Context: an optimization exercise on an open-source flow, tuned for small area, a short achievable clock period and few clock cycles per item. The choices shown serve that exercise and are no tape-out recipe. Only simulation tests tie the RTL to the original design; equivalence was not proved. No activity file was given, so power comes from the tool's default toggle rates.

==> flow/design.v <==
package saw_pkg;
  localparam logic [1:0] MODE_RX   = 2'd0;
  localparam logic [1:0] MODE_ENQ  = 2'd1;
  localparam logic [1:0] MODE_TICK = 2'd2;
  localparam logic [1:0] SEND_NONE = 2'd0;
  localparam logic [1:0] SEND_ATOM = 2'd1;
  localparam logic [1:0] SEND_INIT = 2'd2;
  localparam logic CFG_INIT_CHAR  = 1'b0;
  localparam logic CFG_ERROR_CHAR = 1'b1;
  localparam int WORD_W  = 64;
  localparam int COUNT_W = 9;
  localparam logic [2:0] OP_NOP     = 3'd0;
  localparam logic [2:0] OP_RX_INIT = 3'd1;
  localparam logic [2:0] OP_RX_DATA = 3'd2;
  localparam logic [2:0] OP_ENQ     = 3'd3;
  localparam logic [2:0] OP_TICK    = 3'd4;
  typedef logic [2:0] op_kind_t;
  typedef struct packed {
    op_kind_t          kind;
    logic [7:0]        rx_byte;
    logic [WORD_W-1:0] message;
  } op_t;
  typedef struct packed {
    logic [1:0]         send_kind;
    logic [WORD_W-1:0]  atom;
    logic               acked;
    logic               enqueue_accepted;
    logic [COUNT_W-1:0] queue_count;
    logic               link_ready;
  } res_t;
endpackage
module saw_front (
  input  logic            in_valid,
  output logic            in_stall,
  input  logic [1:0]      mode,
  input  logic [7:0]      rx_byte,
  input  logic [63:0]     message,
  input  logic [7:0]      init_char,
  input  logic            fifo_full,
  output logic            push,
  output saw_pkg::op_t    push_op
);
  assign in_stall = fifo_full;
  assign push     = in_valid && !fifo_full;
  saw_pkg::op_kind_t kind;
  always_comb begin
    case (mode)
      saw_pkg::MODE_RX:   kind = (rx_byte == init_char) ? saw_pkg::OP_RX_INIT : saw_pkg::OP_RX_DATA;
      saw_pkg::MODE_ENQ:  kind = saw_pkg::OP_ENQ;
      saw_pkg::MODE_TICK: kind = saw_pkg::OP_TICK;
      default:   kind = saw_pkg::OP_NOP;
    endcase
  end
  assign push_op = {kind, rx_byte, message};
endmodule
module saw_fifo (
  input  logic         clk,
  input  logic         rst,
  input  logic         push,
  input  saw_pkg::op_t push_op,
  output logic         full,
  input  logic         pop,
  output logic         valid,
  output saw_pkg::op_t pop_op
);
  saw_pkg::op_t        entry0;
  saw_pkg::op_t        entry1;
  logic       wr_ptr;
  logic       rd_ptr;
  logic [1:0] count;
  assign full   = (count == 2'd2);
  assign valid  = (count != 2'd0);
  assign pop_op = rd_ptr ? entry1 : entry0;
  always_ff @(posedge clk) begin
    if (rst) begin
      wr_ptr <= 1'b0;
      rd_ptr <= 1'b0;
      count  <= 2'd0;
    end else begin
      if (push) begin
        wr_ptr <= ~wr_ptr;
      end
      if (pop) begin
        rd_ptr <= ~rd_ptr;
      end
      case ({push, pop})
        2'b10:   count <= count + 2'd1;
        2'b01:   count <= count - 2'd1;
        default: count <= count;
      endcase
    end
  end
  always_ff @(posedge clk) begin
    if (push && !wr_ptr) begin
      entry0 <= push_op;
    end
    if (push && wr_ptr) begin
      entry1 <= push_op;
    end
  end
endmodule
module saw_back #(
  parameter int MSG_BYTES   = 8,
  parameter int QUEUE_DEPTH = 8
) (
  input  logic          clk,
  input  logic          rst,
  input  logic [7:0]    error_char,
  input  logic          op_valid,
  input  saw_pkg::op_t  op,
  output logic          pop,
  output logic          out_valid,
  input  logic          out_stall,
  output saw_pkg::res_t out_res
);
  localparam int MSG_W = 8 * MSG_BYTES;
  localparam int RC_W  = $clog2(MSG_BYTES + 1);
  localparam int BI_W  = (MSG_BYTES > 1) ? $clog2(MSG_BYTES) : 1;
  localparam int PTR_W = (QUEUE_DEPTH > 1) ? $clog2(QUEUE_DEPTH) : 1;
  localparam int CNT_W = $clog2(QUEUE_DEPTH + 1);
  localparam int TL_W  = CNT_W + 1;
  function automatic logic [PTR_W-1:0] ptr_inc(input logic [PTR_W-1:0] p);
    ptr_inc = (p == PTR_W'(QUEUE_DEPTH - 1)) ? '0 : p + PTR_W'(1);
  endfunction
  logic [MSG_W-1:0] queue_mem [QUEUE_DEPTH];
  logic [MSG_W-1:0] mem_q;
  logic [MSG_W-1:0] head_data;
  logic [MSG_W-1:0] second_data;
  logic             rd_pend;
  logic [PTR_W-1:0] head_ptr;
  logic [CNT_W-1:0] fill;
  logic [7:0]       reply_buf [MSG_BYTES];
  logic [RC_W-1:0]  reply_count;
  logic             ack_seen;
  logic             link_up;
  logic             go;
  logic [MSG_W-1:0] msg;
  logic [MSG_W-1:0] reply_vec;
  logic             match;
  logic [TL_W-1:0]  tail_sum;
  logic [TL_W-1:0]  tail_wrap;
  logic [PTR_W-1:0] tail_idx;
  logic [PTR_W-1:0] rd_addr;
  logic             rd_issue;
  logic             enq;
  logic             deq;
  logic             buf_we;
  logic             link_up_next;
  logic             ack_seen_next;
  logic [CNT_W-1:0] fill_next;
  logic [PTR_W-1:0] head_ptr_next;
  logic [RC_W-1:0]  reply_count_next;
  saw_pkg::res_t             res;
  assign go  = op_valid && (!out_valid || !out_stall);
  assign pop = go;
  assign msg = op.message[MSG_W-1:0];
  for (genvar j = 0; j < MSG_BYTES; j++) begin : g_reply
    if (j < MSG_BYTES - 1) begin : g_buf
      assign reply_vec[8*j +: 8] = reply_buf[j+1];
    end else begin : g_last
      assign reply_vec[8*j +: 8] = op.rx_byte;
    end
  end
  assign match = (fill != '0) && (reply_buf[0] != error_char) && (reply_vec == head_data);
  assign tail_sum  = TL_W'(head_ptr) + TL_W'(fill);
  assign tail_wrap = (tail_sum >= TL_W'(QUEUE_DEPTH)) ? tail_sum - TL_W'(QUEUE_DEPTH)
                                                      : tail_sum;
  assign tail_idx  = tail_wrap[PTR_W-1:0];
  assign rd_addr   = ptr_inc(ptr_inc(head_ptr));
  assign rd_issue  = go && deq && (fill >= CNT_W'(3));
  always_comb begin
    enq              = 1'b0;
    deq              = 1'b0;
    buf_we           = 1'b0;
    link_up_next     = link_up;
    ack_seen_next    = ack_seen;
    fill_next        = fill;
    head_ptr_next    = head_ptr;
    reply_count_next = reply_count;
    res.send_kind        = saw_pkg::SEND_NONE;
    res.atom             = '0;
    res.acked            = 1'b0;
    res.enqueue_accepted = 1'b0;
    case (op.kind)
      saw_pkg::OP_RX_INIT: begin
        if (!link_up) begin
          link_up_next  = 1'b1;
          ack_seen_next = 1'b1;
        end
        res.send_kind = saw_pkg::SEND_INIT;
      end
      saw_pkg::OP_RX_DATA: begin
        if (link_up) begin
          if (reply_count == RC_W'(MSG_BYTES)) begin
            reply_count_next = '0;
            if (match) begin
              deq           = 1'b1;
              fill_next     = fill - CNT_W'(1);
              head_ptr_next = ptr_inc(head_ptr);
              ack_seen_next = 1'b1;
              res.acked     = 1'b1;
              if (fill != CNT_W'(1)) begin
                res.send_kind = saw_pkg::SEND_ATOM;
                res.atom      = 64'(second_data);
                ack_seen_next = 1'b0;
              end
            end else if (fill != '0) begin
              res.send_kind = saw_pkg::SEND_ATOM;
              res.atom      = 64'(head_data);
              ack_seen_next = 1'b0;
            end
          end else begin
            buf_we           = 1'b1;
            reply_count_next = reply_count + RC_W'(1);
          end
        end
      end
      saw_pkg::OP_ENQ: begin
        if (fill < CNT_W'(QUEUE_DEPTH)) begin
          enq                  = 1'b1;
          fill_next            = fill + CNT_W'(1);
          res.enqueue_accepted = 1'b1;
        end
      end
      saw_pkg::OP_TICK: begin
        if (link_up && ack_seen && (fill != '0)) begin
          res.send_kind = saw_pkg::SEND_ATOM;
          res.atom      = 64'(head_data);
          ack_seen_next = 1'b0;
        end
      end
      default: begin
      end
    endcase
    res.queue_count = 9'(fill_next);
    res.link_ready  = link_up_next;
  end
  always_ff @(posedge clk) begin
    if (rst) begin
      head_ptr    <= '0;
      fill        <= '0;
      reply_count <= '0;
      ack_seen    <= 1'b0;
      link_up     <= 1'b0;
      rd_pend     <= 1'b0;
      out_valid   <= 1'b0;
    end else begin
      rd_pend <= rd_issue;
      if (go) begin
        head_ptr    <= head_ptr_next;
        fill        <= fill_next;
        reply_count <= reply_count_next;
        ack_seen    <= ack_seen_next;
        link_up     <= link_up_next;
        out_valid   <= 1'b1;
      end else if (!out_stall) begin
        out_valid <= 1'b0;
      end
    end
  end
  always_ff @(posedge clk) begin
    if (go) begin
      out_res <= res;
    end
    if (go && enq && (fill == '0)) begin
      head_data <= msg;
    end else if (go && deq) begin
      head_data <= second_data;
    end
    if (go && enq && (fill == CNT_W'(1))) begin
      second_data <= msg;
    end else if (rd_pend) begin
      second_data <= mem_q;
    end
    if (go && buf_we) begin
      reply_buf[reply_count[BI_W-1:0]] <= op.rx_byte;
    end
  end
  always_ff @(posedge clk) begin
    if (go && enq) begin
      queue_mem[tail_idx] <= msg;
    end
    if (rd_issue) begin
      mem_q <= queue_mem[rd_addr];
    end
  end
endmodule
module stop_and_wait_echo_ack_sender_core #(
  parameter int MSG_BYTES   = 8,
  parameter int QUEUE_DEPTH = 8
) (
  input  logic        clk,
  input  logic        rst,
  input  logic        in_valid,
  output logic        in_stall,
  input  logic [1:0]  mode,
  input  logic [7:0]  rx_byte,
  input  logic [63:0] message,
  output logic        out_valid,
  input  logic        out_stall,
  output logic [1:0]  send_kind,
  output logic [63:0] atom,
  output logic        acked,
  output logic        enqueue_accepted,
  output logic [8:0]  queue_count,
  output logic        link_ready,
  input  logic        cfg_write,
  input  logic        cfg_index,
  input  logic [7:0]  cfg_data
);
  logic [7:0] init_char;
  logic [7:0] error_char;
  always_ff @(posedge clk) begin
    if (rst) begin
      init_char  <= 8'd0;
      error_char <= 8'd0;
    end else if (cfg_write) begin
      case (cfg_index)
        saw_pkg::CFG_INIT_CHAR:  init_char  <= cfg_data;
        saw_pkg::CFG_ERROR_CHAR: error_char <= cfg_data;
        default: begin
        end
      endcase
    end
  end
  logic fifo_full;
  logic push;
  saw_pkg::op_t  push_op;
  logic pop;
  logic op_valid;
  saw_pkg::op_t  op;
  saw_pkg::res_t out_res;
  saw_front u_front (
    .in_valid  (in_valid),
    .in_stall  (in_stall),
    .mode      (mode),
    .rx_byte   (rx_byte),
    .message   (message),
    .init_char (init_char),
    .fifo_full (fifo_full),
    .push      (push),
    .push_op   (push_op)
  );
  saw_fifo u_fifo (
    .clk      (clk),
    .rst      (rst),
    .push     (push),
    .push_op  (push_op),
    .full     (fifo_full),
    .pop      (pop),
    .valid    (op_valid),
    .pop_op   (op)
  );
  saw_back #(
    .MSG_BYTES   (MSG_BYTES),
    .QUEUE_DEPTH (QUEUE_DEPTH)
  ) u_back (
    .clk        (clk),
    .rst        (rst),
    .error_char (error_char),
    .op_valid   (op_valid),
    .op         (op),
    .pop        (pop),
    .out_valid  (out_valid),
    .out_stall  (out_stall),
    .out_res    (out_res)
  );
  assign send_kind        = out_res.send_kind;
  assign atom             = out_res.atom;
  assign acked            = out_res.acked;
  assign enqueue_accepted = out_res.enqueue_accepted;
  assign queue_count      = out_res.queue_count;
  assign link_ready       = out_res.link_ready;
endmodule
==> flow/run.sh <==
#!/bin/bash
# synth_recipe.tcl (not shown) runs the flow's synth.tcl, then flattens the netlist and writes it again
# the make line also repeats each setting of config.mk as NAME=value (left out here)
make -C /OpenROAD-flow-scripts/flow DESIGN_CONFIG=/design/flow/config.mk WORK_HOME=/design/flow/orfs CLKGATE_MAP_FILE= SYNTH_SCRIPT=/design/flow/synth_recipe.tcl finish
==> flow/config.mk <==
export PLATFORM = sky130hd
export DESIGN_NAME = stop_and_wait_echo_ack_sender_core
export DESIGN_NICKNAME = stop_and_wait_echo_ack_sender_core
export VERILOG_FILES = /design/flow/design.v
export SDC_FILE = /design/flow/constraint.sdc
export NUM_CORES = 4
export LEC_CHECK = 0
export CAP_MARGIN = 20
export CORE_MARGIN = 2
export CORE_UTILIZATION = 40
export SLEW_MARGIN = 20
==> flow/constraint.sdc <==
create_clock -name core_clock -period 5.0 [get_ports {clk}]
set_input_delay 1.0000 -clock core_clock [delete_from_list [all_inputs] [get_ports {clk}]]
set_output_delay 1.0000 -clock core_clock [all_outputs]
set_load 0.01 [all_outputs]
==> run notes <==
-- stage by stage --
step	instances	hold WS, ps	utilization, %	setup WS (ps)	cell area (um^2)
6_report	3701	495.6	47.21	919.6	46330
5_1_grt	3701	532.5	47.21	723.5	46330
4_1_cts	3699	498.4	47.16	928.6	46280
3_5_place_dp	3510	489.1	43.77	955.6	42950
3_3_place_gp	3510	488.2	43.77	860.4	42950
2_1_floorplan	2125	448.8	-	-1755	39560
-- power groups by stage --
stage,clock [W],sequential [W],combinational [W]
2_1_floorplan,0,0.0111,0.00136
3_3_place_gp,0,0.0112,0.00275
3_5_place_dp,0,0.0112,0.00285
4_1_cts,0.00773,0.0110,0.00286
5_1_grt,0.00806,0.0111,0.00310
6_report,0.00759,0.0110,0.00285
-- area by class of cell --
class | instances | area (um^2)
fillers | 8199 | 51800
clock buffers | 130 | 2760
inverters | 75 | 291.5
clock inverters | 59 | 574.3
multi-input cells | 923 | 8471
well taps | 1287 | 1610
repair buffers | 201 | 2160
flip-flops and latches | 1026 | 30460
-- worst max-delay path, stage by stage, from the launching register on --
cell and delay, ps:
dfxtp_4 480, mux2_2 460, xor2_1 170, nor4_1 480, nand4_2 410, nor4_2 630
or2_2 790, buf_12 300
-- metal layers --
layer | track usage, % | vias up | wire length, um
li1 | - | 8734 | -
met1 | 26.87 | 10380 | 42250
met2 | 28.86 | 727 | 43800
met3 | 3.193 | 109 | 6111
met4 | 5.982 | 0 | 2322
met5 | 0 | - | 0
-- sequential cells by signal, indices dropped and copies added, names as in the netlist --
| signal | count |
|---|---|
| u_back.rd_pend | 1 |
| u_back.head_ptr | 3 |
| error_char | 8 |
| u_fifo.entry0 | 75 |
| u_fifo.entry1 | 75 |
| u_back.head_data | 64 |
| u_back.reply_count | 4 |
| u_back.ack_seen | 1 |
| init_char | 8 |
| u_back.link_up | 1 |
| u_back.out_res | 73 |
| u_back.fill | 4 |
| u_back.reply_buf | 64 |
| u_fifo.count | 2 |
| u_back.queue_mem | 512 |
| u_back.out_valid | 1 |
| u_fifo.rd_ptr | 1 |
| u_fifo.wr_ptr | 1 |
| u_back.second_data | 64 |
| u_back.mem_q | 64 |
-- kinds of logic after synthesis --
| logic type | synth area share [%] |
|---|---|
| muxes | 11.34 |
| and+or+nand+nor | 3.583 |
| AOI/OAI and AO/OA | 3.681 |
| buffers and inverters | 1.825 |
| xor gates and xnor gates | 2.040 |
| DFF | 77.12 |
| adders and majority gates | 0.3991 |
| other | 0.009494 |
-- worst paths after layout --
path	slack, ps	endpoint	cells after the start
worst min-delay path	500	u_back.out_valid	2
worst min register to register	500	u_back.out_valid	2
worst max register to register	920	u_back.head_data[61]	7
worst max-delay path	920	u_back.head_data[61]	7
-- placed cells by master, fill, tap and decap left out, types with 23 or more instances in the layout --
cell and count:
nor2_1 165, clkinv_1 23, a21oi_1 146, xnor2_1 58, edfxtp_1 991, clkbuf_16 104, xor2_1 33, nand2_1 31
a22o_1 64, inv_1 73, dfxtp_1 34, mux4_2 128, mux2_2 69, clkdlybuf4s50_1 162, mux2i_1 76
==> run notes <==
DP HPWL 55.48 mm; worst slew pin tran ~1200 ps; Period minus WS final 4080 ps; final setup vio count 0; first-pass GRT wire length 138.7 mm; share of layout cells above drive strength 1 between 15 and 20%; post-CTS sizing 0; Rel. slew slack between 20 and 25%; commonest cells in the netlist 991 x edfxtp_1, 171 x nor2_1, 146 x a21oi_1; initial core utilization 40.25%; GRT Util Overall 18.61%; antenna diode count 0; H-Tree Depth 3; crit path from u_fifo.rd_ptr; area fraction of the dominant cell type after synthesis about three quarters; Congestion Overflow GR 0; Core Rows 115; number of hold violations in the final report 0; Post-synth ARST share 0%; Gate Count Post-Synth around 2100; Clock Root Buffer clkbuf_16; synthesis-to-finish area growth 17.30%; Mean Syn Cell Area approximately 19 um^2; clk_skew 39.64 ps; pwr dens 463.2 mW/mm^2; Worst Path Required 5340 ps; vias in the first global route 20490; io pins 168; Chip Height 318.2 um; Crit Path Max Fanout 24; Final Cycle Share 81.61%; Iter 0 DRT Violations 2118; outcome no timing/DRC/antenna violations; combinational share of power between 10% and 20%; synthesized area roughly 0.039 mm^2; mean routed wirelength per cell 25.53 um; max-cap viol count 0; internal power ~0.016 W; CP arrival approximately 4400 ps; Peak VDD IR 0.0003362 V; routability congestion estimate 0.8633; min-delay src u_back.out_valid; Sequential Power Share between 50% and 60%; Max Fclk 245.1 MHz; Reg clk slew, reported paths roughly 60 ps; register bit total from synthesis approximately 1000; post-synthesis sequential area ratio 77.12%; CTS sink count a little over 1000; unrepaired setup endpoints after global routing false; Total Wirelength 94.48 mm; I/O Buffers 162; post-CTS setup buffer count 0; Die ar. 0.1013 mm^2; drt drc 0; CTS Buffer Depth 3; Num CTS Buffers 103; post-synth cell types 55; Clock Power Share 35.4%; Die W 318.2 um; cell taking the most area after synthesis edfxtp_1; Slew Limit Fails 0; Setup CP Type flop to flop; routed vias/inst between 5 and 6; largest net degree at the start of global routing 130; Worst R2R Start u_fifo.rd_ptr; Area contributors post-synth edfxtp_1 75%, mux4_2 7.3%, mux2_2 2.0%, mux2i_1 1.9%, a21oi_1 1.9%; Final TNS setup 0 ps; Post-CTS Hold Buffers 0; most frequent cell after synthesis edfxtp_1; initial antenna violation count 1; first-pass detailed-route iteration total 7; Switch Pwr 0.005548 W; min-delay worst type flop to flop; crit end category flop; Switching Fraction 25.85%; CTS tree done; crit start category flop; Leakage 14.96 nW; Core ar. between 0.09 and 0.1 mm^2; Via Count around 20000; Post-synth EDFFs 991; clk latency of the worst-skew pair 690 ps; total power 0.02146 W; Syn. warnings 4; Final Net Count ~2400; ys flop type edfxtp_1; DRT antenna net count 0
Testbench counts, summed over its fixed seeds: cycles 5,819, items 5,795.

-- port drivers added, routing unchanged --
The results above use ideal ports. As a check the final layout listed here was re-extracted and re-timed, cells and wires unchanged. Step 1 sets driving cells, clkbuf_16 on the clock port and buf_2 on the other inputs (assumed; they add their load-dependent delay and slew). Step 2 moves the port delays by t, midway between the first and last clock arrival at a register: inputs arrive t later, outputs are due t later. That takes back most of the time a late clock gives input paths. Three values: no drivers, after step 1, after step 2; two values: the first two.
t, ns: 0.734
setup slack, ns: 0.920 / 0.920 / 0.920
clock arrival spread, ns: 0.040 / 0.040
After both steps setup and hold are still met in this run. For this run, drivers alone change the setup slack by 0.000 ns; drivers and shift together by 0.000 ns.
